Background: an optimization exercise with open tools, aiming at small area, a short achievable clock period and few clock cycles per item. Do not read the settings as production practice. Only simulation tests tie the RTL to the original design; equivalence was not proved.

[flow/design.v]
package wtok_pkg;
  localparam int unsigned LENGTH_WIDTH_DEF = 16;
  localparam logic [31:0] FNV_BASIS = 32'h811C_9DC5;
  localparam logic [31:0] FNV_PRIME = 32'h0100_0193;
  localparam logic [7:0] CHR_NUL = 8'h00;
  localparam logic [7:0] CHR_TAB = 8'h09;
  localparam logic [7:0] CHR_LF  = 8'h0A;
  localparam logic [7:0] CHR_VT  = 8'h0B;
  localparam logic [7:0] CHR_FF  = 8'h0C;
  localparam logic [7:0] CHR_CR  = 8'h0D;
  localparam logic [7:0] CHR_SP  = 8'h20;
  localparam logic [15:0] EOS_LENGTH = 16'd4;
  localparam int unsigned QUEUE_DEPTH = 4;
  localparam int unsigned QUEUE_PTR_W = $clog2(QUEUE_DEPTH);
  localparam int unsigned QUEUE_CNT_W = $clog2(QUEUE_DEPTH + 1);
  typedef struct packed {
    logic [7:0] data_byte;
    logic       end_of_input;
  } byte_t;
  typedef struct packed {
    logic [31:0] word_hash;
    logic [15:0] word_length;
    logic        is_eos;
    logic        last;
  } token_t;
  localparam int unsigned TOKEN_W = 50;  
  localparam logic [31:0] EOS_HASH = 32'hD79C_9359;
endpackage
import wtok_pkg::*;
module wtok_room (
  input  logic [1:0] cls,
  input  logic       in_word,
  input  logic [1:0] e_pre,
  input  logic       w_own,
  input  logic       e_post,
  input  logic       take,
  output logic       ok
);
  logic       e_front;
  logic [1:0] e_pre1;
  logic       w_own1;
  logic       e_post1;
  always_comb begin
    e_front = (e_pre != 2'd0);
    e_pre1  = e_pre;
    w_own1  = w_own;
    e_post1 = e_post;
    if (take) begin
      if (e_front) begin
        e_pre1 = e_pre - 2'd1;
      end else begin
        w_own1  = 1'b0;
        e_pre1  = {1'b0, e_post};
        e_post1 = 1'b0;
      end
    end
    case (cls)
      2'd1:    ok = !w_own1;
      2'd2:    ok = in_word || (w_own1 ? !e_post1 : (e_pre1 != 2'd2));
      2'd3:    ok = 1'b1;
      default: ok = 1'b0;
    endcase
  end
endmodule
module word_tokenizer_fnv1a_hasher_top #(
  parameter int unsigned LENGTH_WIDTH = wtok_pkg::LENGTH_WIDTH_DEF
) (
  input  logic   clk,
  input  logic   rst,
  input  logic   byte_valid,
  output logic   byte_ready,
  input  wtok_pkg::byte_t  byte_data,
  output logic   token_valid,
  input  logic   token_ready,
  output wtok_pkg::token_t token_data
);
  localparam logic [1:0] C_NONE = 2'd0;
  localparam logic [1:0] C_WORD = 2'd1;
  localparam logic [1:0] C_LF   = 2'd2;
  localparam logic [1:0] C_END  = 2'd3;
  logic [1:0]  ib_cls;
  logic [6:0]  xlo_r;       
  logic        ib_b7;
  logic                    in_word;
  logic                    cont_a;    
  logic                    cont_b;    
  logic [31:0]             hash_r;
  logic [LENGTH_WIDTH-1:0] len_r;
  logic                    last_r;
  logic [1:0]  e_pre;
  logic        w_own;
  logic        e_post;
  logic        rdy_nt;
  logic        rdy_t;
  logic        e_front;
  logic        take;
  logic        ok;
  logic        hash_upd;
  logic        word_end;
  logic        byte_xfer;
  logic        in_space;
  logic [1:0]  in_cls;
  logic [31:0] hash_sel;
  logic [31:0] mix_in;
  logic [31:0] mix_out;
  logic [31:0] mixed;
  logic [1:0]  ib_cls_n;
  logic        in_word_n;
  logic [1:0]  e_pre_n;
  logic        w_own_n;
  logic        e_post_n;
  logic        ok_nt_n;
  logic        ok_t_n;
  logic [6:0]  in_low;
  logic [6:0]  hlo_n;
  logic [6:0]  xlo_n;
  assign e_front     = (e_pre != 2'd0);
  assign token_valid = e_front || w_own;
  assign take        = token_valid && token_ready;
  assign token_data.word_hash   = e_front ? EOS_HASH : hash_r;
  assign token_data.word_length = e_front ? EOS_LENGTH : 16'(len_r);
  assign token_data.is_eos      = e_front;
  assign token_data.last        = e_front || last_r;
  assign byte_ready = rdy_nt || (token_ready && rdy_t);
  assign byte_xfer  = byte_valid && byte_ready;
  wtok_room u_room (
    .cls(ib_cls), .in_word(in_word), .e_pre(e_pre), .w_own(w_own),
    .e_post(e_post), .take(take), .ok(ok)
  );
  always_comb begin
    hash_upd = (ib_cls == C_WORD) && ok;
    word_end = ok && in_word && ib_cls[1];
    in_space = (byte_data.data_byte == CHR_SP)  || (byte_data.data_byte == CHR_LF) ||
               (byte_data.data_byte == CHR_CR)  || (byte_data.data_byte == CHR_TAB) ||
               (byte_data.data_byte == CHR_VT)  || (byte_data.data_byte == CHR_FF) ||
               (byte_data.data_byte == CHR_NUL);
    if (byte_data.end_of_input)                 in_cls = C_END;
    else if (byte_data.data_byte == CHR_LF)     in_cls = C_LF;
    else if (in_space)                          in_cls = C_END;
    else                                        in_cls = C_WORD;
    if (byte_xfer)   ib_cls_n = in_cls;
    else if (ok)     ib_cls_n = C_NONE;
    else             ib_cls_n = ib_cls;
    e_pre_n   = e_pre;
    w_own_n   = w_own;
    e_post_n  = e_post;
    in_word_n = in_word;
    if (take) begin
      if (e_front) begin
        e_pre_n = e_pre - 2'd1;
      end else begin
        w_own_n  = 1'b0;
        e_pre_n  = {1'b0, e_post};
        e_post_n = 1'b0;
      end
    end
    if (ok) begin
      case (ib_cls)
        C_WORD: in_word_n = 1'b1;
        C_LF: begin
          in_word_n = 1'b0;
          if (in_word) begin
            w_own_n  = 1'b1;
            e_post_n = 1'b1;
          end else if (w_own_n) begin
            e_post_n = 1'b1;
          end else begin
            e_pre_n  = e_pre_n + 2'd1;
          end
        end
        C_END: begin
          in_word_n = 1'b0;
          if (in_word) w_own_n = 1'b1;
        end
        default: ;
      endcase
    end
    hash_sel[31:19] = cont_a ? hash_r[31:19] : FNV_BASIS[31:19];
    hash_sel[18:0]  = cont_b ? hash_r[18:0]  : FNV_BASIS[18:0];
    mix_in   = {hash_sel[31:7], xlo_r};
    mixed    = mix_out ^ {32{ib_b7}};
    in_low   = byte_data.data_byte[6:0] ^ {7{byte_data.data_byte[7]}};
    hlo_n    = hash_upd ? mixed[6:0] : hash_r[6:0];
    xlo_n    = (in_word_n ? hlo_n : FNV_BASIS[6:0]) ^ in_low;
  end
  fnv_mul u_mul (.x(mix_in), .e(ib_b7), .y(mix_out));
  wtok_room u_room_nt (
    .cls(ib_cls_n), .in_word(in_word_n), .e_pre(e_pre_n), .w_own(w_own_n),
    .e_post(e_post_n), .take(1'b0), .ok(ok_nt_n)
  );
  wtok_room u_room_t (
    .cls(ib_cls_n), .in_word(in_word_n), .e_pre(e_pre_n), .w_own(w_own_n),
    .e_post(e_post_n), .take(1'b1), .ok(ok_t_n)
  );
  always_ff @(posedge clk) begin
    if (rst) begin
      ib_cls  <= C_NONE;
      in_word <= 1'b0;
      e_pre   <= 2'd0;
      w_own   <= 1'b0;
      e_post  <= 1'b0;
      rdy_nt  <= 1'b1;
      rdy_t   <= 1'b1;
    end else begin
      ib_cls  <= ib_cls_n;
      in_word <= in_word_n;
      e_pre   <= e_pre_n;
      w_own   <= w_own_n;
      e_post  <= e_post_n;
      rdy_nt  <= (ib_cls_n == C_NONE) || ok_nt_n;
      rdy_t   <= (ib_cls_n == C_NONE) || ((e_pre_n != 2'd0 || w_own_n) && ok_t_n);
    end
  end
  always_ff @(posedge clk) begin
    if (byte_xfer || ok) begin
      cont_b <= in_word_n;
    end
  end
  always_ff @(posedge clk) begin
    if (byte_xfer) begin
      xlo_r  <= xlo_n;
      cont_a <= in_word_n;
      ib_b7  <= byte_data.data_byte[7];
    end
  end
  always_ff @(posedge clk) begin
    if (hash_upd) begin
      hash_r <= mixed;
      if (!in_word) begin
        len_r <= LENGTH_WIDTH'(1);
      end else if (len_r != '1) begin
        len_r <= len_r + LENGTH_WIDTH'(1);
      end
    end
    if (word_end) begin
      last_r <= (ib_cls == C_END);
    end
  end
endmodule
module fnv_mul (
  input  logic [31:0] x,
  input  logic        e,
  output logic [31:0] y
);
  logic fs0;
  logic fc0;
  logic fs1;
  logic fc1;
  logic fs2;
  logic fc2;
  logic fs3;
  logic fc3;
  logic fs4;
  logic fc4;
  logic fs5;
  logic fc5;
  logic fs6;
  logic fc6;
  logic fs7;
  logic fc7;
  logic fs8;
  logic fc8;
  logic fs9;
  logic fc9;
  logic fs10;
  logic fc10;
  logic fs11;
  logic fc11;
  logic fs12;
  logic fc12;
  logic fs13;
  logic fc13;
  logic fs14;
  logic fc14;
  logic fs15;
  logic fc15;
  logic fs16;
  logic fc16;
  logic fs17;
  logic fc17;
  logic fs18;
  logic fc18;
  logic fs19;
  logic fc19;
  logic fs20;
  logic fc20;
  logic fs21;
  logic fc21;
  logic fs22;
  logic fc22;
  logic fs23;
  logic fc23;
  logic fs24;
  logic fc24;
  logic fs25;
  logic fc25;
  logic fs26;
  logic fc26;
  logic fs27;
  logic fc27;
  logic fs28;
  logic fc28;
  logic fs29;
  logic fc29;
  logic fs30;
  logic fc30;
  logic fs31;
  logic fc31;
  logic fs32;
  logic fc32;
  logic fs33;
  logic fc33;
  logic fs34;
  logic fc34;
  logic fs35;
  logic fc35;
  logic fs36;
  logic fc36;
  logic fs37;
  logic fc37;
  logic fs38;
  logic fc38;
  logic fs39;
  logic fc39;
  logic fs40;
  logic fc40;
  logic fs41;
  logic fc41;
  logic fs42;
  logic fc42;
  logic fs43;
  logic fc43;
  logic fs44;
  logic fc44;
  logic fs45;
  logic fc45;
  logic fs46;
  logic fc46;
  logic fs47;
  logic fc47;
  logic fs48;
  logic fc48;
  logic fs49;
  logic fc49;
  logic fs50;
  logic fc50;
  logic fs51;
  logic fc51;
  logic fs52;
  logic fc52;
  logic fs53;
  logic fc53;
  logic fs54;
  logic fc54;
  logic fs55;
  logic fc55;
  logic fs56;
  logic fc56;
  logic fs57;
  logic fc57;
  logic fs58;
  logic fc58;
  logic fs59;
  logic fc59;
  logic fs60;
  logic fc60;
  logic fs61;
  logic fc61;
  logic fs62;
  logic fc62;
  logic fs63;
  logic fc63;
  logic fs64;
  logic fc64;
  logic fs65;
  logic fc65;
  logic fs66;
  logic fc66;
  logic fs67;
  logic fc67;
  logic fs68;
  logic fc68;
  logic fs69;
  logic fc69;
  logic fs70;
  logic fc70;
  logic fs71;
  logic fc71;
  logic fs72;
  logic fc72;
  logic fs73;
  logic fc73;
  logic fs74;
  logic fc74;
  logic fs75;
  logic fc75;
  logic fs76;
  logic fc76;
  logic fs77;
  logic fc77;
  logic fs78;
  logic fc78;
  logic fs79;
  logic fc79;
  logic fs80;
  logic fc80;
  logic fs81;
  logic fc81;
  logic fs82;
  logic fc82;
  logic fs83;
  logic fc83;
  logic fs84;
  logic fc84;
  logic [31:0] ra, rb;
  assign fs0 = x[4] ^ x[3] ^ x[0];
  assign fc0 = (x[4] & x[3]) | (x[4] & x[0]) | (x[3] & x[0]);
  assign fs1 = x[5] ^ x[4] ^ x[1];
  assign fc1 = (x[5] & x[4]) | (x[5] & x[1]) | (x[4] & x[1]);
  assign fs2 = x[6] ^ x[5] ^ x[2];
  assign fc2 = (x[6] & x[5]) | (x[6] & x[2]) | (x[5] & x[2]);
  assign fs3 = x[7] ^ x[6] ^ x[3];
  assign fc3 = (x[7] & x[6]) | (x[7] & x[3]) | (x[6] & x[3]);
  assign fs4 = x[0] ^ e ^ fc2;
  assign fc4 = (x[0] & e) | (x[0] & fc2) | (e & fc2);
  assign fs5 = x[8] ^ x[7] ^ x[4];
  assign fc5 = (x[8] & x[7]) | (x[8] & x[4]) | (x[7] & x[4]);
  assign fs6 = x[1] ^ x[0] ^ e;
  assign fc6 = (x[1] & x[0]) | (x[1] & e) | (x[0] & e);
  assign fs7 = fc3 ^ fs5 ^ fs6;
  assign fc7 = (fc3 & fs5) | (fc3 & fs6) | (fs5 & fs6);
  assign fs8 = x[9] ^ x[8] ^ x[5];
  assign fc8 = (x[9] & x[8]) | (x[9] & x[5]) | (x[8] & x[5]);
  assign fs9 = x[2] ^ x[1] ^ fc5;
  assign fc9 = (x[2] & x[1]) | (x[2] & fc5) | (x[1] & fc5);
  assign fs10 = fc6 ^ fs8 ^ fc7;
  assign fc10 = (fc6 & fs8) | (fc6 & fc7) | (fs8 & fc7);
  assign fs11 = x[10] ^ x[9] ^ x[6];
  assign fc11 = (x[10] & x[9]) | (x[10] & x[6]) | (x[9] & x[6]);
  assign fs12 = x[3] ^ x[2] ^ fc8;
  assign fc12 = (x[3] & x[2]) | (x[3] & fc8) | (x[2] & fc8);
  assign fs13 = fs11 ^ fc9 ^ fs12;
  assign fc13 = (fs11 & fc9) | (fs11 & fs12) | (fc9 & fs12);
  assign fs14 = x[11] ^ x[10] ^ x[7];
  assign fc14 = (x[11] & x[10]) | (x[11] & x[7]) | (x[10] & x[7]);
  assign fs15 = x[4] ^ x[3] ^ fc11;
  assign fc15 = (x[4] & x[3]) | (x[4] & fc11) | (x[3] & fc11);
  assign fs16 = fs14 ^ fc12 ^ fs15;
  assign fc16 = (fs14 & fc12) | (fs14 & fs15) | (fc12 & fs15);
  assign fs17 = x[12] ^ x[11] ^ x[8];
  assign fc17 = (x[12] & x[11]) | (x[12] & x[8]) | (x[11] & x[8]);
  assign fs18 = x[5] ^ x[4] ^ fc14;
  assign fc18 = (x[5] & x[4]) | (x[5] & fc14) | (x[4] & fc14);
  assign fs19 = fs17 ^ fc15 ^ fs18;
  assign fc19 = (fs17 & fc15) | (fs17 & fs18) | (fc15 & fs18);
  assign fs20 = x[13] ^ x[12] ^ x[9];
  assign fc20 = (x[13] & x[12]) | (x[13] & x[9]) | (x[12] & x[9]);
  assign fs21 = x[6] ^ x[5] ^ fc17;
  assign fc21 = (x[6] & x[5]) | (x[6] & fc17) | (x[5] & fc17);
  assign fs22 = fs20 ^ fc18 ^ fs21;
  assign fc22 = (fs20 & fc18) | (fs20 & fs21) | (fc18 & fs21);
  assign fs23 = x[14] ^ x[13] ^ x[10];
  assign fc23 = (x[14] & x[13]) | (x[14] & x[10]) | (x[13] & x[10]);
  assign fs24 = x[7] ^ x[6] ^ fc20;
  assign fc24 = (x[7] & x[6]) | (x[7] & fc20) | (x[6] & fc20);
  assign fs25 = fs23 ^ fc21 ^ fs24;
  assign fc25 = (fs23 & fc21) | (fs23 & fs24) | (fc21 & fs24);
  assign fs26 = x[15] ^ x[14] ^ x[11];
  assign fc26 = (x[15] & x[14]) | (x[15] & x[11]) | (x[14] & x[11]);
  assign fs27 = x[8] ^ x[7] ^ fc23;
  assign fc27 = (x[8] & x[7]) | (x[8] & fc23) | (x[7] & fc23);
  assign fs28 = fs26 ^ fc24 ^ fs27;
  assign fc28 = (fs26 & fc24) | (fs26 & fs27) | (fc24 & fs27);
  assign fs29 = x[16] ^ x[15] ^ x[12];
  assign fc29 = (x[16] & x[15]) | (x[16] & x[12]) | (x[15] & x[12]);
  assign fs30 = x[9] ^ x[8] ^ fc26;
  assign fc30 = (x[9] & x[8]) | (x[9] & fc26) | (x[8] & fc26);
  assign fs31 = fs29 ^ fc27 ^ fs30;
  assign fc31 = (fs29 & fc27) | (fs29 & fs30) | (fc27 & fs30);
  assign fs32 = x[17] ^ x[16] ^ x[13];
  assign fc32 = (x[17] & x[16]) | (x[17] & x[13]) | (x[16] & x[13]);
  assign fs33 = x[10] ^ x[9] ^ fc29;
  assign fc33 = (x[10] & x[9]) | (x[10] & fc29) | (x[9] & fc29);
  assign fs34 = fs32 ^ fc30 ^ fs33;
  assign fc34 = (fs32 & fc30) | (fs32 & fs33) | (fc30 & fs33);
  assign fs35 = x[18] ^ x[17] ^ x[14];
  assign fc35 = (x[18] & x[17]) | (x[18] & x[14]) | (x[17] & x[14]);
  assign fs36 = x[11] ^ x[10] ^ fc32;
  assign fc36 = (x[11] & x[10]) | (x[11] & fc32) | (x[10] & fc32);
  assign fs37 = fs35 ^ fc33 ^ fs36;
  assign fc37 = (fs35 & fc33) | (fs35 & fs36) | (fc33 & fs36);
  assign fs38 = x[19] ^ x[18] ^ x[15];
  assign fc38 = (x[19] & x[18]) | (x[19] & x[15]) | (x[18] & x[15]);
  assign fs39 = x[12] ^ x[11] ^ fc35;
  assign fc39 = (x[12] & x[11]) | (x[12] & fc35) | (x[11] & fc35);
  assign fs40 = fs38 ^ fc36 ^ fs39;
  assign fc40 = (fs38 & fc36) | (fs38 & fs39) | (fc36 & fs39);
  assign fs41 = x[20] ^ x[19] ^ x[16];
  assign fc41 = (x[20] & x[19]) | (x[20] & x[16]) | (x[19] & x[16]);
  assign fs42 = x[13] ^ x[12] ^ fc38;
  assign fc42 = (x[13] & x[12]) | (x[13] & fc38) | (x[12] & fc38);
  assign fs43 = fs41 ^ fc39 ^ fs42;
  assign fc43 = (fs41 & fc39) | (fs41 & fs42) | (fc39 & fs42);
  assign fs44 = x[21] ^ x[20] ^ x[17];
  assign fc44 = (x[21] & x[20]) | (x[21] & x[17]) | (x[20] & x[17]);
  assign fs45 = x[14] ^ x[13] ^ fc41;
  assign fc45 = (x[14] & x[13]) | (x[14] & fc41) | (x[13] & fc41);
  assign fs46 = fs44 ^ fc42 ^ fs45;
  assign fc46 = (fs44 & fc42) | (fs44 & fs45) | (fc42 & fs45);
  assign fs47 = x[22] ^ x[21] ^ x[18];
  assign fc47 = (x[22] & x[21]) | (x[22] & x[18]) | (x[21] & x[18]);
  assign fs48 = x[15] ^ x[14] ^ fc44;
  assign fc48 = (x[15] & x[14]) | (x[15] & fc44) | (x[14] & fc44);
  assign fs49 = fs47 ^ fc45 ^ fs48;
  assign fc49 = (fs47 & fc45) | (fs47 & fs48) | (fc45 & fs48);
  assign fs50 = x[23] ^ x[22] ^ x[19];
  assign fc50 = (x[23] & x[22]) | (x[23] & x[19]) | (x[22] & x[19]);
  assign fs51 = x[16] ^ x[15] ^ fc47;
  assign fc51 = (x[16] & x[15]) | (x[16] & fc47) | (x[15] & fc47);
  assign fs52 = fs50 ^ fc48 ^ fs51;
  assign fc52 = (fs50 & fc48) | (fs50 & fs51) | (fc48 & fs51);
  assign fs53 = x[24] ^ x[23] ^ x[20];
  assign fc53 = (x[24] & x[23]) | (x[24] & x[20]) | (x[23] & x[20]);
  assign fs54 = x[17] ^ x[16] ^ x[0];
  assign fc54 = (x[17] & x[16]) | (x[17] & x[0]) | (x[16] & x[0]);
  assign fs55 = e ^ fc50 ^ fs53;
  assign fc55 = (e & fc50) | (e & fs53) | (fc50 & fs53);
  assign fs56 = fs54 ^ fc51 ^ fs55;
  assign fc56 = (fs54 & fc51) | (fs54 & fs55) | (fc51 & fs55);
  assign fs57 = x[25] ^ x[24] ^ x[21];
  assign fc57 = (x[25] & x[24]) | (x[25] & x[21]) | (x[24] & x[21]);
  assign fs58 = x[18] ^ x[17] ^ x[1];
  assign fc58 = (x[18] & x[17]) | (x[18] & x[1]) | (x[17] & x[1]);
  assign fs59 = fc53 ^ fc54 ^ fs57;
  assign fc59 = (fc53 & fc54) | (fc53 & fs57) | (fc54 & fs57);
  assign fs60 = fs58 ^ fc55 ^ fs59;
  assign fc60 = (fs58 & fc55) | (fs58 & fs59) | (fc55 & fs59);
  assign fs61 = x[26] ^ x[25] ^ x[22];
  assign fc61 = (x[26] & x[25]) | (x[26] & x[22]) | (x[25] & x[22]);
  assign fs62 = x[19] ^ x[18] ^ x[2];
  assign fc62 = (x[19] & x[18]) | (x[19] & x[2]) | (x[18] & x[2]);
  assign fs63 = fc57 ^ fc58 ^ fs61;
  assign fc63 = (fc57 & fc58) | (fc57 & fs61) | (fc58 & fs61);
  assign fs64 = fs62 ^ fc59 ^ fs63;
  assign fc64 = (fs62 & fc59) | (fs62 & fs63) | (fc59 & fs63);
  assign fs65 = x[27] ^ x[26] ^ x[23];
  assign fc65 = (x[27] & x[26]) | (x[27] & x[23]) | (x[26] & x[23]);
  assign fs66 = x[20] ^ x[19] ^ x[3];
  assign fc66 = (x[20] & x[19]) | (x[20] & x[3]) | (x[19] & x[3]);
  assign fs67 = fc61 ^ fc62 ^ fs65;
  assign fc67 = (fc61 & fc62) | (fc61 & fs65) | (fc62 & fs65);
  assign fs68 = fs66 ^ fc63 ^ fs67;
  assign fc68 = (fs66 & fc63) | (fs66 & fs67) | (fc63 & fs67);
  assign fs69 = x[28] ^ x[27] ^ x[24];
  assign fc69 = (x[28] & x[27]) | (x[28] & x[24]) | (x[27] & x[24]);
  assign fs70 = x[21] ^ x[20] ^ x[4];
  assign fc70 = (x[21] & x[20]) | (x[21] & x[4]) | (x[20] & x[4]);
  assign fs71 = fc65 ^ fc66 ^ fs69;
  assign fc71 = (fc65 & fc66) | (fc65 & fs69) | (fc66 & fs69);
  assign fs72 = fs70 ^ fc67 ^ fs71;
  assign fc72 = (fs70 & fc67) | (fs70 & fs71) | (fc67 & fs71);
  assign fs73 = x[29] ^ x[28] ^ x[25];
  assign fc73 = (x[29] & x[28]) | (x[29] & x[25]) | (x[28] & x[25]);
  assign fs74 = x[22] ^ x[21] ^ x[5];
  assign fc74 = (x[22] & x[21]) | (x[22] & x[5]) | (x[21] & x[5]);
  assign fs75 = fc69 ^ fc70 ^ fs73;
  assign fc75 = (fc69 & fc70) | (fc69 & fs73) | (fc70 & fs73);
  assign fs76 = fs74 ^ fc71 ^ fs75;
  assign fc76 = (fs74 & fc71) | (fs74 & fs75) | (fc71 & fs75);
  assign fs77 = x[30] ^ x[29] ^ x[26];
  assign fc77 = (x[30] & x[29]) | (x[30] & x[26]) | (x[29] & x[26]);
  assign fs78 = x[23] ^ x[22] ^ x[6];
  assign fc78 = (x[23] & x[22]) | (x[23] & x[6]) | (x[22] & x[6]);
  assign fs79 = fc73 ^ fc74 ^ fs77;
  assign fc79 = (fc73 & fc74) | (fc73 & fs77) | (fc74 & fs77);
  assign fs80 = fs78 ^ fc75 ^ fs79;
  assign fc80 = (fs78 & fc75) | (fs78 & fs79) | (fc75 & fs79);
  assign fs81 = x[31] ^ x[30] ^ x[27];
  assign fc81 = (x[31] & x[30]) | (x[31] & x[27]) | (x[30] & x[27]);
  assign fs82 = x[24] ^ x[23] ^ x[7];
  assign fc82 = (x[24] & x[23]) | (x[24] & x[7]) | (x[23] & x[7]);
  assign fs83 = fc77 ^ fc78 ^ fs81;
  assign fc83 = (fc77 & fc78) | (fc77 & fs81) | (fc78 & fs81);
  assign fs84 = fs82 ^ fc79 ^ fs83;
  assign fc84 = (fs82 & fc79) | (fs82 & fs83) | (fc79 & fs83);
  assign ra[0] = x[0];
  assign rb[0] = e;
  assign ra[1] = x[1];
  assign rb[1] = x[0];
  assign ra[2] = x[2];
  assign rb[2] = x[1];
  assign ra[3] = x[3];
  assign rb[3] = x[2];
  assign ra[4] = e;
  assign rb[4] = fs0;
  assign ra[5] = fc0;
  assign rb[5] = fs1;
  assign ra[6] = fc1;
  assign rb[6] = fs2;
  assign ra[7] = fs3;
  assign rb[7] = fs4;
  assign ra[8] = fc4;
  assign rb[8] = fs7;
  assign ra[9] = fs9;
  assign rb[9] = fs10;
  assign ra[10] = fc10;
  assign rb[10] = fs13;
  assign ra[11] = fc13;
  assign rb[11] = fs16;
  assign ra[12] = fc16;
  assign rb[12] = fs19;
  assign ra[13] = fc19;
  assign rb[13] = fs22;
  assign ra[14] = fc22;
  assign rb[14] = fs25;
  assign ra[15] = fc25;
  assign rb[15] = fs28;
  assign ra[16] = fc28;
  assign rb[16] = fs31;
  assign ra[17] = fc31;
  assign rb[17] = fs34;
  assign ra[18] = fc34;
  assign rb[18] = fs37;
  assign ra[19] = fc37;
  assign rb[19] = fs40;
  assign ra[20] = fc40;
  assign rb[20] = fs43;
  assign ra[21] = fc43;
  assign rb[21] = fs46;
  assign ra[22] = fc46;
  assign rb[22] = fs49;
  assign ra[23] = fc49;
  assign rb[23] = fs52;
  assign ra[24] = fc52;
  assign rb[24] = fs56;
  assign ra[25] = fc56;
  assign rb[25] = fs60;
  assign ra[26] = fc60;
  assign rb[26] = fs64;
  assign ra[27] = fc64;
  assign rb[27] = fs68;
  assign ra[28] = fc68;
  assign rb[28] = fs72;
  assign ra[29] = fc72;
  assign rb[29] = fs76;
  assign ra[30] = fc76;
  assign rb[30] = fs80;
  assign ra[31] = fc80;
  assign rb[31] = fs84;
  logic [31:0] g0, p0;
  assign g0 = ra & rb;
  assign p0 = ra ^ rb;
  logic gc0;
  assign gc0 = g0[0] | (p0[0] & e);
  logic gn1, pn1;
  assign gn1 = g0[1] | (p0[1] & gc0);
  assign pn1 = p0[1] & p0[0];
  logic gn2, pn2;
  assign gn2 = g0[3] | (p0[3] & g0[2]);
  assign pn2 = p0[3] & p0[2];
  logic gn3, pn3;
  assign gn3 = g0[5] | (p0[5] & g0[4]);
  assign pn3 = p0[5] & p0[4];
  logic gn4, pn4;
  assign gn4 = g0[7] | (p0[7] & g0[6]);
  assign pn4 = p0[7] & p0[6];
  logic gn5, pn5;
  assign gn5 = g0[9] | (p0[9] & g0[8]);
  assign pn5 = p0[9] & p0[8];
  logic gn6, pn6;
  assign gn6 = g0[11] | (p0[11] & g0[10]);
  assign pn6 = p0[11] & p0[10];
  logic gn7, pn7;
  assign gn7 = g0[13] | (p0[13] & g0[12]);
  assign pn7 = p0[13] & p0[12];
  logic gn8, pn8;
  assign gn8 = g0[15] | (p0[15] & g0[14]);
  assign pn8 = p0[15] & p0[14];
  logic gn9, pn9;
  assign gn9 = g0[17] | (p0[17] & g0[16]);
  assign pn9 = p0[17] & p0[16];
  logic gn10, pn10;
  assign gn10 = g0[19] | (p0[19] & g0[18]);
  assign pn10 = p0[19] & p0[18];
  logic gn11, pn11;
  assign gn11 = g0[21] | (p0[21] & g0[20]);
  assign pn11 = p0[21] & p0[20];
  logic gn12, pn12;
  assign gn12 = g0[23] | (p0[23] & g0[22]);
  assign pn12 = p0[23] & p0[22];
  logic gn13, pn13;
  assign gn13 = g0[25] | (p0[25] & g0[24]);
  assign pn13 = p0[25] & p0[24];
  logic gn14, pn14;
  assign gn14 = g0[27] | (p0[27] & g0[26]);
  assign pn14 = p0[27] & p0[26];
  logic gn15, pn15;
  assign gn15 = g0[29] | (p0[29] & g0[28]);
  assign pn15 = p0[29] & p0[28];
  logic gn16, pn16;
  assign gn16 = g0[31] | (p0[31] & g0[30]);
  assign pn16 = p0[31] & p0[30];
  logic gn17, pn17;
  assign gn17 = g0[2] | (p0[2] & gn1);
  assign pn17 = p0[2] & pn1;
  logic gn18, pn18;
  assign gn18 = gn2 | (pn2 & gn1);
  assign pn18 = pn2 & pn1;
  logic gn19, pn19;
  assign gn19 = g0[6] | (p0[6] & gn3);
  assign pn19 = p0[6] & pn3;
  logic gn20, pn20;
  assign gn20 = gn4 | (pn4 & gn3);
  assign pn20 = pn4 & pn3;
  logic gn21, pn21;
  assign gn21 = g0[10] | (p0[10] & gn5);
  assign pn21 = p0[10] & pn5;
  logic gn22, pn22;
  assign gn22 = gn6 | (pn6 & gn5);
  assign pn22 = pn6 & pn5;
  logic gn23, pn23;
  assign gn23 = g0[14] | (p0[14] & gn7);
  assign pn23 = p0[14] & pn7;
  logic gn24, pn24;
  assign gn24 = gn8 | (pn8 & gn7);
  assign pn24 = pn8 & pn7;
  logic gn25, pn25;
  assign gn25 = g0[18] | (p0[18] & gn9);
  assign pn25 = p0[18] & pn9;
  logic gn26, pn26;
  assign gn26 = gn10 | (pn10 & gn9);
  assign pn26 = pn10 & pn9;
  logic gn27, pn27;
  assign gn27 = g0[22] | (p0[22] & gn11);
  assign pn27 = p0[22] & pn11;
  logic gn28, pn28;
  assign gn28 = gn12 | (pn12 & gn11);
  assign pn28 = pn12 & pn11;
  logic gn29, pn29;
  assign gn29 = g0[26] | (p0[26] & gn13);
  assign pn29 = p0[26] & pn13;
  logic gn30, pn30;
  assign gn30 = gn14 | (pn14 & gn13);
  assign pn30 = pn14 & pn13;
  logic gn31, pn31;
  assign gn31 = g0[30] | (p0[30] & gn15);
  assign pn31 = p0[30] & pn15;
  logic gn32, pn32;
  assign gn32 = gn16 | (pn16 & gn15);
  assign pn32 = pn16 & pn15;
  logic gn33, pn33;
  assign gn33 = g0[4] | (p0[4] & gn18);
  assign pn33 = p0[4] & pn18;
  logic gn34, pn34;
  assign gn34 = gn3 | (pn3 & gn18);
  assign pn34 = pn3 & pn18;
  logic gn35, pn35;
  assign gn35 = gn19 | (pn19 & gn18);
  assign pn35 = pn19 & pn18;
  logic gn36, pn36;
  assign gn36 = gn20 | (pn20 & gn18);
  assign pn36 = pn20 & pn18;
  logic gn37, pn37;
  assign gn37 = g0[12] | (p0[12] & gn22);
  assign pn37 = p0[12] & pn22;
  logic gn38, pn38;
  assign gn38 = gn7 | (pn7 & gn22);
  assign pn38 = pn7 & pn22;
  logic gn39, pn39;
  assign gn39 = gn23 | (pn23 & gn22);
  assign pn39 = pn23 & pn22;
  logic gn40, pn40;
  assign gn40 = gn24 | (pn24 & gn22);
  assign pn40 = pn24 & pn22;
  logic gn41, pn41;
  assign gn41 = g0[20] | (p0[20] & gn26);
  assign pn41 = p0[20] & pn26;
  logic gn42, pn42;
  assign gn42 = gn11 | (pn11 & gn26);
  assign pn42 = pn11 & pn26;
  logic gn43, pn43;
  assign gn43 = gn27 | (pn27 & gn26);
  assign pn43 = pn27 & pn26;
  logic gn44, pn44;
  assign gn44 = gn28 | (pn28 & gn26);
  assign pn44 = pn28 & pn26;
  logic gn45, pn45;
  assign gn45 = g0[28] | (p0[28] & gn30);
  assign pn45 = p0[28] & pn30;
  logic gn46, pn46;
  assign gn46 = gn15 | (pn15 & gn30);
  assign pn46 = pn15 & pn30;
  logic gn47, pn47;
  assign gn47 = gn31 | (pn31 & gn30);
  assign pn47 = pn31 & pn30;
  logic gn48, pn48;
  assign gn48 = gn32 | (pn32 & gn30);
  assign pn48 = pn32 & pn30;
  logic gn49, pn49;
  assign gn49 = g0[8] | (p0[8] & gn36);
  assign pn49 = p0[8] & pn36;
  logic gn50, pn50;
  assign gn50 = gn5 | (pn5 & gn36);
  assign pn50 = pn5 & pn36;
  logic gn51, pn51;
  assign gn51 = gn21 | (pn21 & gn36);
  assign pn51 = pn21 & pn36;
  logic gn52, pn52;
  assign gn52 = gn22 | (pn22 & gn36);
  assign pn52 = pn22 & pn36;
  logic gn53, pn53;
  assign gn53 = gn37 | (pn37 & gn36);
  assign pn53 = pn37 & pn36;
  logic gn54, pn54;
  assign gn54 = gn38 | (pn38 & gn36);
  assign pn54 = pn38 & pn36;
  logic gn55, pn55;
  assign gn55 = gn39 | (pn39 & gn36);
  assign pn55 = pn39 & pn36;
  logic gn56, pn56;
  assign gn56 = gn40 | (pn40 & gn36);
  assign pn56 = pn40 & pn36;
  logic gn57, pn57;
  assign gn57 = g0[24] | (p0[24] & gn44);
  assign pn57 = p0[24] & pn44;
  logic gn58, pn58;
  assign gn58 = gn13 | (pn13 & gn44);
  assign pn58 = pn13 & pn44;
  logic gn59, pn59;
  assign gn59 = gn29 | (pn29 & gn44);
  assign pn59 = pn29 & pn44;
  logic gn60, pn60;
  assign gn60 = gn30 | (pn30 & gn44);
  assign pn60 = pn30 & pn44;
  logic gn61, pn61;
  assign gn61 = gn45 | (pn45 & gn44);
  assign pn61 = pn45 & pn44;
  logic gn62, pn62;
  assign gn62 = gn46 | (pn46 & gn44);
  assign pn62 = pn46 & pn44;
  logic gn63, pn63;
  assign gn63 = gn47 | (pn47 & gn44);
  assign pn63 = pn47 & pn44;
  logic gn64, pn64;
  assign gn64 = gn48 | (pn48 & gn44);
  assign pn64 = pn48 & pn44;
  logic gn65, pn65;
  assign gn65 = g0[16] | (p0[16] & gn56);
  assign pn65 = p0[16] & pn56;
  logic gn66, pn66;
  assign gn66 = gn9 | (pn9 & gn56);
  assign pn66 = pn9 & pn56;
  logic gn67, pn67;
  assign gn67 = gn25 | (pn25 & gn56);
  assign pn67 = pn25 & pn56;
  logic gn68, pn68;
  assign gn68 = gn26 | (pn26 & gn56);
  assign pn68 = pn26 & pn56;
  logic gn69, pn69;
  assign gn69 = gn41 | (pn41 & gn56);
  assign pn69 = pn41 & pn56;
  logic gn70, pn70;
  assign gn70 = gn42 | (pn42 & gn56);
  assign pn70 = pn42 & pn56;
  logic gn71, pn71;
  assign gn71 = gn43 | (pn43 & gn56);
  assign pn71 = pn43 & pn56;
  logic gn72, pn72;
  assign gn72 = gn44 | (pn44 & gn56);
  assign pn72 = pn44 & pn56;
  logic gn73, pn73;
  assign gn73 = gn57 | (pn57 & gn56);
  assign pn73 = pn57 & pn56;
  logic gn74, pn74;
  assign gn74 = gn58 | (pn58 & gn56);
  assign pn74 = pn58 & pn56;
  logic gn75, pn75;
  assign gn75 = gn59 | (pn59 & gn56);
  assign pn75 = pn59 & pn56;
  logic gn76, pn76;
  assign gn76 = gn60 | (pn60 & gn56);
  assign pn76 = pn60 & pn56;
  logic gn77, pn77;
  assign gn77 = gn61 | (pn61 & gn56);
  assign pn77 = pn61 & pn56;
  logic gn78, pn78;
  assign gn78 = gn62 | (pn62 & gn56);
  assign pn78 = pn62 & pn56;
  logic gn79, pn79;
  assign gn79 = gn63 | (pn63 & gn56);
  assign pn79 = pn63 & pn56;
  logic gn80, pn80;
  assign gn80 = gn64 | (pn64 & gn56);
  assign pn80 = pn64 & pn56;
  assign y[0] = p0[0] ^ e;
  assign y[1] = p0[1] ^ gc0;
  assign y[2] = p0[2] ^ gn1;
  assign y[3] = p0[3] ^ gn17;
  assign y[4] = p0[4] ^ gn18;
  assign y[5] = p0[5] ^ gn33;
  assign y[6] = p0[6] ^ gn34;
  assign y[7] = p0[7] ^ gn35;
  assign y[8] = p0[8] ^ gn36;
  assign y[9] = p0[9] ^ gn49;
  assign y[10] = p0[10] ^ gn50;
  assign y[11] = p0[11] ^ gn51;
  assign y[12] = p0[12] ^ gn52;
  assign y[13] = p0[13] ^ gn53;
  assign y[14] = p0[14] ^ gn54;
  assign y[15] = p0[15] ^ gn55;
  assign y[16] = p0[16] ^ gn56;
  assign y[17] = p0[17] ^ gn65;
  assign y[18] = p0[18] ^ gn66;
  assign y[19] = p0[19] ^ gn67;
  assign y[20] = p0[20] ^ gn68;
  assign y[21] = p0[21] ^ gn69;
  assign y[22] = p0[22] ^ gn70;
  assign y[23] = p0[23] ^ gn71;
  assign y[24] = p0[24] ^ gn72;
  assign y[25] = p0[25] ^ gn73;
  assign y[26] = p0[26] ^ gn74;
  assign y[27] = p0[27] ^ gn75;
  assign y[28] = p0[28] ^ gn76;
  assign y[29] = p0[29] ^ gn77;
  assign y[30] = p0[30] ^ gn78;
  assign y[31] = p0[31] ^ gn79;
endmodule
[flow/flow/run.sh]
#!/bin/bash
# Layout flow: the standard flow, with two changes between its steps.
#  1. After the standard synthesis, flow/fapol.py re-chooses the polarity of
#     each full adder cell (a full adder is self-dual) to drop the inverters
#     that Yosys's adder extraction leaves between them. Registers and all
#     other cells are untouched.
#  2. Ports are buffered with sky130_fd_sc_hd__buf_2 instead of the
#     flow's default buffer cell (every port still gets its own buffer).
# Each tool's output goes to a log file of its own in this folder.
set -euo pipefail
R=orfs/results/sky130hd/word_tokenizer_fnv1a_hasher_top/base
bash standard.sh synth > 1_standard_synth.log 2>&1
cp $R/1_2_yosys.v 1_2_yosys.standard.v
python3 flow/fapol.py 1_2_yosys.standard.v $R/1_2_yosys.v > 2_fapol.log 2>&1
touch $R/1_2_yosys.v
bash standard.sh BUFFER_PORTS_ARGS="-buffer_cell sky130_fd_sc_hd__buf_2" finish > 3_standard_finish.log 2>&1
[flow/flow/fapol.py]
#!/usr/bin/env python3
"""Choose the polarity of each full adder cell in a Yosys netlist so that as
few inverters as possible remain.

A full adder is self-dual: complementing its three inputs complements its sum
and carry. Yosys's adder extraction leaves many inverters between full
adders; this picks, for every fa cell, whether to build it on complemented
inputs (giving complemented outputs), then rebuilds the inverters: at most
one per signal, from the signal's net. Only inverters are removed or added
and only fa inputs are rewired; registers and all other cells are unchanged.

usage: fapol.py IN.v OUT.v
"""
import re, sys, random

src = open(sys.argv[1]).read()
m = re.search(r'^module\s+(\S+)\((.*?)\);\n', src, re.M | re.S)
head_end = m.end()
end_mod = src.rindex('endmodule')
body = src[head_end:end_mod]

decl_re = re.compile(r'^\s*(input|output|inout|wire)\s+(\[\d+:\d+\]\s+)?(\S+)\s*;\s*$', re.M)
inst_re = re.compile(r'^\s*(sky130_fd_sc_hd__\w+)\s+(\S+)\s*\((.*?)\);\s*$', re.M | re.S)
pin_re = re.compile(r'\.(\w+)\(\s*(.*?)\s*\)\s*(?:,|$)', re.S)

decls = []
ports = set()
for d in decl_re.finditer(body):
    decls.append(d.group(0))
    if d.group(1) in ('output',):
        rng = d.group(2)
        name = d.group(3)
        if rng:
            hi, lo = map(int, re.findall(r'\d+', rng))
            for i in range(min(hi, lo), max(hi, lo) + 1):
                ports.add(f'{name}[{i}]')
        else:
            ports.add(name)

OUTPINS = {'X', 'Y', 'Q', 'Q_N', 'SUM', 'COUT', 'HI', 'LO'}
cells = []
for c in inst_re.finditer(body):
    typ, name, pins = c.group(1), c.group(2), c.group(3)
    conn = {}
    for p in pin_re.finditer(pins):
        conn[p.group(1)] = p.group(2).strip()
    cells.append({'type': typ, 'name': name, 'conn': conn})

def is_inv(c):
    return re.match(r'sky130_fd_sc_hd__(clk)?inv_\d+$', c['type']) is not None

def norm(n):
    return n.strip()

driver = {}
for c in cells:
    for p, n in c['conn'].items():
        if p in OUTPINS:
            driver[norm(n)] = (c, p)

# inverters that drive a port stay as they are (treated as ordinary cells)
invs = [c for c in cells if is_inv(c) and norm(c['conn']['Y']) not in ports]
inv_set = set(id(c) for c in invs)

def resolve(n):
    n = norm(n); p = 0
    while n in driver and id(driver[n][0]) in inv_set:
        n = norm(driver[n][0]['conn']['A']); p ^= 1
    return n, p

fas = [c for c in cells if c['type'].startswith('sky130_fd_sc_hd__fa_')]
fa_idx = {id(c): i for i, c in enumerate(fas)}
sig_fa = {}                      # signal net -> fa index that drives it
for i, c in enumerate(fas):
    sig_fa[norm(c['conn']['SUM'])] = i
    sig_fa[norm(c['conn']['COUT'])] = i

# consumers: (cell, pin, signal, polarity)
cons = []
for c in cells:
    if id(c) in inv_set:
        continue
    for p, n in c['conn'].items():
        if p in OUTPINS:
            continue
        s, pol = resolve(n)
        cons.append((c, p, s, pol))
# signals that reach a port other than through kept cells: freeze their fa
frozen = set()
for n in ports:
    s, pol = resolve(n)
    if s in sig_fa and (s != norm(n)):
        frozen.add(sig_fa[s])

by_sig = {}
for k, (c, p, s, pol) in enumerate(cons):
    by_sig.setdefault(s, []).append(k)
fa_sigs = [set() for _ in fas]
for k, (c, p, s, pol) in enumerate(cons):
    if id(c) in fa_idx:
        fa_sigs[fa_idx[id(c)]].add(s)
    if s in sig_fa:
        fa_sigs[sig_fa[s]].add(s)

flip = [0] * len(fas)

def sig_cost(s):
    phi = flip[sig_fa[s]] if s in sig_fa else 0
    for k in by_sig.get(s, []):
        c, p, _, pol = cons[k]
        eff = pol ^ (flip[fa_idx[id(c)]] if id(c) in fa_idx else 0)
        if eff != phi:
            return 1
    return 0

def total():
    return sum(sig_cost(s) for s in by_sig)

before = total()
best = before
random.seed(1)
order = list(range(len(fas)))
for rnd in range(50):
    improved = False
    random.shuffle(order)
    for i in order:
        if i in frozen:
            continue
        old = sum(sig_cost(s) for s in fa_sigs[i])
        flip[i] ^= 1
        new = sum(sig_cost(s) for s in fa_sigs[i])
        if new < old or (new == old and random.random() < 0.1):
            improved = improved or new < old
        else:
            flip[i] ^= 1
    cur = total()
    if cur < best:
        best = cur
    if not improved and rnd > 10:
        break
after = total()

def esc(n):
    n = norm(n)
    return n + ' ' if n.startswith('\\') else n

# rebuild: drop resolved inverters, one new inverter per signal that needs it
inv_of = {}
new_wires, new_cells = [], []
kept_inv_type = {}
for c in invs:
    s, _ = resolve(c['conn']['Y'])
    kept_inv_type.setdefault(s, c['type'])
cnt = 0
def inv_net(s):
    global cnt
    if s not in inv_of:
        cnt += 1
        w = f'_fapol_{cnt}_'
        inv_of[s] = w
        new_wires.append(f'  wire {w};')
        t = kept_inv_type.get(s, 'sky130_fd_sc_hd__inv_1')
        new_cells.append(f'  {t} _fapol_inv_{cnt}_ (\n    .A({esc(s)}),\n    .Y({w})\n  );')
    return inv_of[s]

for k, (c, p, s, pol) in enumerate(cons):
    phi = flip[sig_fa[s]] if s in sig_fa else 0
    eff = pol ^ (flip[fa_idx[id(c)]] if id(c) in fa_idx else 0)
    c['conn'][p] = s if eff == phi else inv_net(s)

dead = set(norm(c['conn']['Y']) for c in invs)
out = [src[:head_end]]
for d in decls:
    mm = decl_re.match(d)
    if mm.group(1) == 'wire' and not mm.group(2) and norm(mm.group(3)) in dead:
        continue
    out.append(d + '\n')
out += [w + '\n' for w in new_wires]
for c in cells:
    if id(c) in inv_set:
        continue
    pins = ',\n'.join(f'    .{p}({esc(n)})' for p, n in c['conn'].items())
    out.append(f"  {c['type']} {c['name']} (\n{pins}\n  );\n")
out += [x + '\n' for x in new_cells]
out.append(src[end_mod:])
open(sys.argv[2], 'w').write(''.join(out))
print(f'fapol: {len(fas)} full adders, {sum(flip)} flipped, {len(frozen)} frozen; '
      f'inverters {len(invs)} -> {len(inv_of)} (signal cost {before} -> {after})')
[flow/standard.sh]
#!/bin/bash
# synth_recipe.tcl (not shown) runs the flow's synth.tcl, then flattens the netlist and writes it again
# the make line also repeats each setting of config.mk as NAME=value (left out here)
make -C /OpenROAD-flow-scripts/flow DESIGN_CONFIG=/design/flow/config.mk WORK_HOME=/design/flow/orfs CLKGATE_MAP_FILE= SYNTH_SCRIPT=/design/flow/synth_recipe.tcl "${@:-finish}"
[flow/config.mk]
export PLATFORM = sky130hd
export DESIGN_NAME = word_tokenizer_fnv1a_hasher_top
export DESIGN_NICKNAME = word_tokenizer_fnv1a_hasher_top
export VERILOG_FILES = /design/flow/design.v
export SDC_FILE = /design/flow/constraint.sdc
export NUM_CORES = 4
export LEC_CHECK = 0
export CAP_MARGIN = 20
export CORE_MARGIN = 2
export CORE_UTILIZATION = 40
export SETUP_SLACK_MARGIN = 2.5
export SLEW_MARGIN = 20
[flow/constraint.sdc]
create_clock -name core_clock -period 6.5 [get_ports {clk}]
set_input_delay 1.3000 -clock core_clock [delete_from_list [all_inputs] [get_ports {clk}]]
set_output_delay 1.3000 -clock core_clock [all_outputs]
set_load 0.01 [all_outputs]
==> results by group, run 1 <==
Status
  – Run status: no timing/DRC/antenna violations

Global route
  – Vias in the first global route: roughly 5k
  – Largest net degree at the start of global routing: 40
  – First-pass GRT wire length: ~27000 µm
  – GRT Total Usage: 0.1954
  – Grt ovf: 0
  – Antenna violations before repair: 0

Timing
  – Worst Tran Pin Value: between 0.9 and 1 ns
  – Final Hold Viols: 0
  – Post-route setup TNS: 0 ns
  – Fin. max-slew vios: 0
  – Minimum hold slack: between 0.6 and 0.7 ns
  – Tmin final: ~4.3 ns
  – RSZ-0062 raised after global routing: true
  – Final Cycle Share: 0.6572
  – Final setup viols: 0
  – Relative slew slack: 0.3408
  – Peak Freq: roughly 230 MHz
  – Final worst clock skew: 0.009103 ns

Detailed routing
  – Initial DRT Pass Iterations: 4
  – DRC viols: 0
  – DR vias: approximately 4.9k
  – DR WL/cell: 17.47 µm
  – WL final: 16740 µm
  – 1st-iter DRT viols: about 220
  – Routed Antenna Nets: 0
  – Via-per-instance ratio: about 5.1

Setup path
  – FF-to-FF Start: cont_b$_DFFE_PP_
  – CP Capture Type: flip-flop
  – Setup crit start kind: flip-flop
  – Critical Path AT: around 4.4 ns
  – Crit path required time: between 6 and 7 ns
  – CP startpoint: cont_b$_DFFE_PP_
  – Crit-path max FO: 5
  – Critical path type: flip-flop to flip-flop

CTS
  – Worst-case clock buffer depth: 2
  – Clock latency on the worst-skew pair: about 0.34 ns
  – CTS tree: built
  – Hold_buf cts: 0
  – Reg clk slew, reported paths: ~0.060 ns
  – H-tree depth: 3
  – Total CTS buffers: 9
  – Clock sink total: 68
  – Root Driver: clkbuf_16

Placement
  – Inst Count DP: 909
  – Cell Area, Placed: 7432 µm²
  – Dpl hpwl: between 10000 and 15000 µm
  – Routability cong.: 0.8876
  – IO buf count: 64

Layout
  – Commonest non-fill, non-tap cell in the layout: xnor2_1
  – Inserted Diodes: 0
  – Final Non-Filler Cells: 958
  – Cell area after layout: 8283 µm²
  – Most frequent cells in the layout: xnor2_1 (80), fa_1 (72), buf_2 (64), edfxtp_1 (59), and2_1 (49)
  – Fraction of layout cells with a size suffix above 1: 0.2466
  – # nets final: about 860
  – Fillers: roughly 1.5k
  – Area grow syn2layout: 21.58%

Yosys
  – Net count after synthesis: 770
  – Post-Synthesis Cells: around 640
  – Mapped cell area: roughly 6800 µm²
  – Synth warn: 2
  – Synthesized area per cell: between 10 and 15 µm²

Die
  – Row count: 47
  – Overall die area: between 15000 and 20000 µm²
  – IO Count: 65
  – Die X: between 100 and 150 µm
  – Core Area: 16640 µm²
  – Starting Density: 0.4094
  – Die Ht: 134.5 µm

Worst hold path
  – Hold Crit Start: e_post$_SDFF_PP0_
  – Tightest Hold Check Type: flip-flop to flip-flop

Flow run
  – Max-cap viol count: 0
## per-stage QoR
step                      utilization  worst slack [ns]
final                          0.4977             2.228
after global routing           0.4977             2.099
after CTS                      0.4874             2.302
after detailed placement       0.4466             1.633
after global placement         0.4466             1.772
after floorplan                     -             2.457
## what timing repair did
item	CTS	global route
resized for setup	40	16
pin swaps	25	21
gates cloned	0	0
buffers inserted	25	8
setup endpoints to repair	21	16
## cell type report
cell class / instances / area [µm²] / share of cell area
multi-input cells: 512 / 4967 / 0.5997
flip-flops and latches: 68 / 1952 / 0.2356
repair buffers: 100 / 625.6 / 0.07553
clock buffers: 13 / 282.8 / 0.03414
well taps: 220 / 275.3 / 0.03323
inverters: 42 / 163.9 / 0.01979
clock inverters: 3 / 16.27 / 0.001964
## per-layer routing
metal  share of wire  wire [µm]  GRT usage  vias up
met1            0.45       7600     0.2691     2406
met3           0.037        616    0.02703       18
met5               0          0          0        -
li1                -          -          -     2337
met4           0.019        316    0.06491        0
met2            0.49       8202     0.3200       97
## sequential cells by signal, indices dropped and copies added, names as in the netlist
register  flops
hash_r       32
e_pre         2
in_word       1
e_post        1
w_own         1
ib_cls        2
ib_b7         1
rdy_nt        1
xlo_r         7
len_r        16
last_r        1
cont_b        1
cont_a        1
rdy_t         1
## worst max-delay path, stage by stage, from the launching register on
cell,delay [ns]
edfxtp_1,0.45
buf_4,0.17
buf_6,0.12
buf_12,0.14
nand2_4,0.06
inv_4,0.05
fa_2,0.37
fa_1,0.48
fa_1,0.57
ha_4,0.23
and4_4,0.20
a221oi_4,0.27
nand2b_4,0.18
nand3_4,0.08
a21o_1,0.19
a21o_1,0.20
a21oi_2,0.17
xnor2_1,0.09
## worst paths after layout
check / end / slack [ns] / cells past startpoint
hold / removal: e_post$_SDFF_PP0_ / 0.63 / 3
setup reg to reg: hash_r[26]$_DFFE_PP_ / 2.23 / 17
hold reg to reg: e_post$_SDFF_PP0_ / 0.63 / 3
setup / recovery: hash_r[26]$_DFFE_PP_ / 2.23 / 17
Testbench counts, summed over its fixed seeds: cycles 24,023, bytes 24,000.
==> run 2: changes to the inputs <==
--- a/flow/config.mk
+++ b/flow/config.mk
@@ -8,5 +8,5 @@
 export CAP_MARGIN = 20
 export CORE_MARGIN = 2
 export CORE_UTILIZATION = 40
-export SETUP_SLACK_MARGIN = 2.5
+export SETUP_SLACK_MARGIN = 1.5
 export SLEW_MARGIN = 20
==> results by group, run 2 <==
Timing
  – Post-route setup TNS: 0 ns
  – Peak Freq: about 210 MHz
  – Final Cycle Share: 0.7220
  – RSZ-0062 raised after global routing: false
  – Final worst clock skew: roughly 0.008 ns
  – Fin. max-slew vios: 0
  – Tmin final: ~4.7 ns
  – Final Hold Viols: 0
  – Worst Tran Pin Value: about 0.97 ns
  – Final setup viols: 0
  – Relative slew slack: 0.3530

CTS
  – Post-CTS Setup Inserts: 0
  – Total CTS buffers: 9
  – Worst-case clock buffer depth: 2
  – Clock sink total: 68
  – H-tree depth: 3
  – Hold_buf cts: 0
  – CTS-repair resized insts: 0
  – Root Driver: clkbuf_16
  – Clock latency on the worst-skew pair: approximately 0.34 ns
  – CTS tree: built
  – Reg clk slew, reported paths: roughly 0.070 ns

Placement
  – IO buf count: 64
  – Dpl hpwl: 12560 µm
  – Routability cong.: slightly below 0.9

Worst hold path
  – Hold Crit Start: e_post$_SDFF_PP0_
  – Hold depth: 3
  – Tightest Hold Check Type: flip-flop to flip-flop
  – Worst hold path endpoint: e_post$_SDFF_PP0_

Global route
  – First-pass GRT wire length: 26230 µm
  – Grt ovf: 0
  – Largest net degree at the start of global routing: 40
  – GRT Total Usage: 0.1870
  – Antenna violations before repair: 0
  – Vias in the first global route: 4930

Die
  – Overall die area: between 15000 and 20000 µm²
  – Die Ht: between 100 and 150 µm
  – Starting Density: 0.4094
  – Die X: 134.5 µm
  – Core Area: around 17000 µm²
  – Row count: 47
  – IO Count: 65

Setup path
  – Critical path type: flip-flop to flip-flop
  – Cells along the critical path: nand2b_1 -> fa_1 -> fa_1 -> fa_1 -> ha_1 -> and3_1 -> o2111ai_1 -> a31oi_1 -> or2_1 -> nor2_1 -> fa_1 -> xnor2_1 -> xnor2_1
  – Worst path top cell family by delay: adder cells
  – Reg2reg path depth: 13
  – CP Capture Type: flip-flop
  – Crit-path max FO: 11
  – Setup crit start kind: flip-flop
  – Crit path required time: about 6.6 ns
  – Worst path bufs/invs: 0
  – Critical Path AT: 4.78 ns
  – Crit-path slowest cell: edfxtp_1
  – Worst path depth: 13
  – Worst R2R Setup Slack: 1.81 ns
  – Crit-path most repeated cell: fa_1
  – Largest stage delay, worst path: just under 0.6 ns
  – Reg-to-reg critical path endpoint: hash_r[17]$_DFFE_PP_
  – FF-to-FF Start: cont_b$_DFFE_PP_

Layout
  – Largest register FFs: 32
  – Commonest non-fill, non-tap cell in the layout: xnor2_1
  – Inserted Diodes: 0
  – Biggest register: hash_r
  – Final Core Density: 0.4603
  – # nets final: 829
  – Fraction of layout cells with a size suffix above 1: 0.1445
  – Regs by FF count: hash_r (32), len_r (16), xlo_r (7)
  – Area grow syn2layout: 12.45%
  – Fillers: between 1.5k and 2k
  – Most frequent cells in the layout: xnor2_1 (82), fa_1 (79), buf_2 (64), edfxtp_1 (59), and2_1 (51)

Detailed routing
  – DR vias: about 4.7k
  – 1st-iter DRT viols: between 200 and 300
  – Initial DRT Pass Iterations: 6
  – Via-per-instance ratio: roughly 5
  – DR WL/cell: between 15 and 20 µm
  – WL final: around 16000 µm
  – DRC viols: 0
  – Routed Antenna Nets: 0

Yosys
  – Post-Synthesis Cells: approximately 640
  – Synth warn: 2
  – Synthesized area per cell: 10.61 µm²
  – Mapped cell area: between 6000 and 7000 µm²
  – Net count after synthesis: 770

Status
  – Run status: no timing/DRC/antenna violations

Flow run
  – Max-cap viol count: 0
==> run 2: worst max path at each step <==
| stage | from | to |
|---|---|---|
| after detailed placement | cont_b$_DFFE_PP_ | hash_r[17]$_DFFE_PP_ |
| final | cont_b$_DFFE_PP_ | hash_r[17]$_DFFE_PP_ |
| after global placement | cont_b$_DFFE_PP_ | hash_r[17]$_DFFE_PP_ |
| after floorplan | cont_b$_DFFE_PP_ | hash_r[16]$_DFFE_PP_ |
| after global routing | cont_b$_DFFE_PP_ | hash_r[17]$_DFFE_PP_ |
| after CTS | cont_b$_DFFE_PP_ | hash_r[17]$_DFFE_PP_ |
==> run 2: metrics by stage <==
stage	hold WS, ns	instances	worst slack (ns)	instance area, µm²
2_1_floorplan	0.5796	642	2.011	6813
3_3_place_gp	0.6225	909	1.654	7351
3_5_place_dp	0.6375	909	1.598	7351
4_1_cts	0.6475	925	1.554	7654
5_1_grt	0.6783	926	1.519	7661
6_report	0.6460	926	1.807	7661
==> run 2: final cells by class <==
cell class	instances	area, µm²	area share
clock buffers	10	250.2	0.03266
flip-flops and latches	68	1952	0.2548
clock inverters	6	52.55	0.006859
repair buffers	68	350.3	0.04573
inverters	42	157.7	0.02058
multi-input cells	512	4623	0.6035
well taps	220	275.3	0.03593
==> run 2: tightest hold or removal path, stage by stage (launching register included) <==
cell and delay (ns):
dfxtp_1 0.32, o31a_1 0.14, nor2_1 0.11, nor2_1 0.04
==> run 2: metal layers <==
metal	GRT usage	up-vias	share of wire
met3	0.03228	15	0.039
met5	0	-	0
met4	0.04795	0	0.015
li1	-	2276	-
met1	0.2522	2356	0.45
met2	0.3146	89	0.49
==> run 3: changes to the inputs <==
--- a/flow/config.mk
+++ b/flow/config.mk
@@ -8,5 +8,5 @@
 export CAP_MARGIN = 20
 export CORE_MARGIN = 2
 export CORE_UTILIZATION = 40
-export SETUP_SLACK_MARGIN = 1.5
+export SETUP_SLACK_MARGIN = 3.0
 export SLEW_MARGIN = 20
==> results by group, run 3 <==
Status
  – Run status: no timing/DRC/antenna violations

Detailed routing
  – DR vias: between 4k and 5k
  – Wl on met1: ~7700 µm
  – DRC viols: 0
  – Uppermost routed layer: met4
  – Routed Antenna Nets: 0
  – 1st-iter DRT viols: 274
  – Via-per-instance ratio: between 5 and 6
  – Met3 routed WL: between 500 and 600 µm
  – Initial DRT Pass Iterations: 4
  – DR WL/cell: between 15 and 20 µm
  – WL final: 16880 µm
  – Met2 wire len: 8349 µm

CTS
  – Root Driver: clkbuf_16
  – H-tree depth: 3
  – Worst-case clock buffer depth: 2
  – Total CTS buffers: 9
  – Clock sink total: 68
  – Hold_buf cts: 0
  – CTS tree: built
  – Reg clk slew, reported paths: 0.06 ns
  – Clock latency on the worst-skew pair: around 0.34 ns

Layout
  – Largest register FFs: 32
  – Biggest register: hash_r
  – Commonest non-fill, non-tap cell in the layout: xnor2_1
  – Final Non-Filler Cells: 969
  – Cell area after layout: 8402 µm²
  – Area grow syn2layout: 23.32%
  – Regs by FF count: hash_r (32), len_r (16), xlo_r (7)
  – Final Core Density: 0.5048
  – Inserted Diodes: 0
  – Fraction of layout cells with a size suffix above 1: 0.2710
  – Most frequent cells in the layout: xnor2_1 (79), fa_1 (70), buf_2 (64), edfxtp_1 (59), and2_1 (48)
  – # nets final: a little under 900

Timing
  – Peak Freq: about 240 MHz
  – Final setup viols: 0
  – Post-route setup TNS: 0 ns
  – Final worst clock skew: around 0.0083 ns
  – Tmin final: about 4.2 ns
  – Final Hold Viols: 0
  – Fin. max-slew vios: 0
  – RSZ-0062 raised after global routing: true
  – Relative slew slack: 0.3626
  – Final Cycle Share: 0.6386
  – Worst Tran Pin Value: approximately 0.94 ns

Placement
  – Cell Area, Placed: roughly 7400 µm²
  – Routability cong.: 0.8277
  – Dpl hpwl: between 10000 and 15000 µm
  – Inst Count DP: slightly above 900
  – IO buf count: between 60 and 70

Yosys
  – Net count after synthesis: slightly below 800
  – Post-Synthesis Cells: 642
  – Synth warn: 2
  – Synthesized area per cell: roughly 11 µm²
  – Mapped cell area: between 6000 and 7000 µm²

Setup path
  – Critical path type: flip-flop to flip-flop
  – Critical Path AT: approximately 4.2 ns
  – Crit path required time: ~6.6 ns
  – Worst R2R Setup Slack: between 2 and 2.5 ns
  – Crit-path max FO: 6
  – CP Capture Type: flip-flop
  – Setup crit start kind: flip-flop

Die
  – Core Area: between 15000 and 20000 µm²
  – Die X: around 130 µm
  – IO Count: 65
  – Starting Density: 0.4094
  – Overall die area: between 15000 and 20000 µm²
  – Die Ht: 134.5 µm
  – Row count: 47

Global route
  – Antenna violations before repair: 0
  – GRT Total Usage: 0.1964
  – First-pass GRT wire length: roughly 27000 µm
  – Largest net degree at the start of global routing: 40
  – Vias in the first global route: ~5.3k
  – Grt ovf: 0

Worst hold path
  – Tightest Hold Check Type: flip-flop to flip-flop

Flow run
  – Max-cap viol count: 0
## run 3: metal layers
layer  GRT usage  up-vias
li1            -     2356
met1      0.2652     2430
met2      0.3308      100
met3     0.02215       23
met4     0.06667        0
met5           0        -
## run 3: what timing repair did
item / 4_1_cts / 5_1_grt
cloned: 0 / 0
setup endpoints to repair: 25 / 23
pin swaps: 29 / 12
resized for setup: 53 / 19
buffers inserted: 29 / 15
## run 3: metrics by stage
stage	setup slack, ns	hold slack (ns)
global placement	1.744	0.6229
finish	2.349	0.6243
floorplan	2.458	0.5796
global route	2.181	0.6494
detailed placement	1.653	0.6177
CTS	2.356	0.6259
## run 3: final timing paths
kind	from	endpoint	depth (start not counted)
max	cont_b$_DFFE_PP_	hash_r[29]$_DFFE_PP_	17
min	e_post$_SDFF_PP0_	e_post$_SDFF_PP0_	3
max reg2reg	cont_b$_DFFE_PP_	hash_r[29]$_DFFE_PP_	17
min reg2reg	e_post$_SDFF_PP0_	e_post$_SDFF_PP0_	3
## run 3: final cells by class
class	count	area (µm²)
clock buffer	13	282.8
sequential	68	1952
tap	220	275.3
clock inverter	3	16.27
inverter	42	167.7
timing repair buffer	111	708.2
fill	1483	8240
multi-input combinational	512	5000
## run 3: critical path: stages (launching register included)
cell and delay [ns]:
edfxtp_1 0.43, buf_6 0.17, buf_6 0.13, nand2_4 0.06, inv_4 0.04, fa_2 0.38, fa_1 0.46, fa_1 0.54
ha_4 0.23, a21oi_4 0.16, nand2_2 0.08, a221oi_4 0.28, nand2b_4 0.18, nand3_4 0.10, a31oi_4 0.22, o21bai_1 0.11
a21o_1 0.20, xnor2_1 0.12

what the ideal ports hide:
In the flow no input, the clock included, has a driving cell. The finished layouts below were timed again as built, in two steps.
Step 1 (the two cells are an assumption about what drives the block):
set clk [get_ports {clk}]
set_driving_cell -lib_cell sky130_fd_sc_hd__clkbuf_16 $clk
set_driving_cell -lib_cell sky130_fd_sc_hd__buf_2 [delete_from_list [all_inputs] $clk]
Step 2 also shifts input and output timing later by t, the mid clock arrival at the registers, as if the neighbouring blocks saw the same clock.
Slacks: ideal / step 1 / step 2; pairs: ideal / step 1.
run	shift t [ns]	setup WS [ns]	latest minus earliest clock arrival (ns)
run 1	0.378	2.228 / 2.228 / 2.228	0.009 / 0.009
run 2	0.377	1.807 / 1.807 / 1.807	0.007 / 0.008
run 3	0.380	2.349 / 2.349 / 2.349	0.008 / 0.008
After both steps every run listed still meets setup and hold.
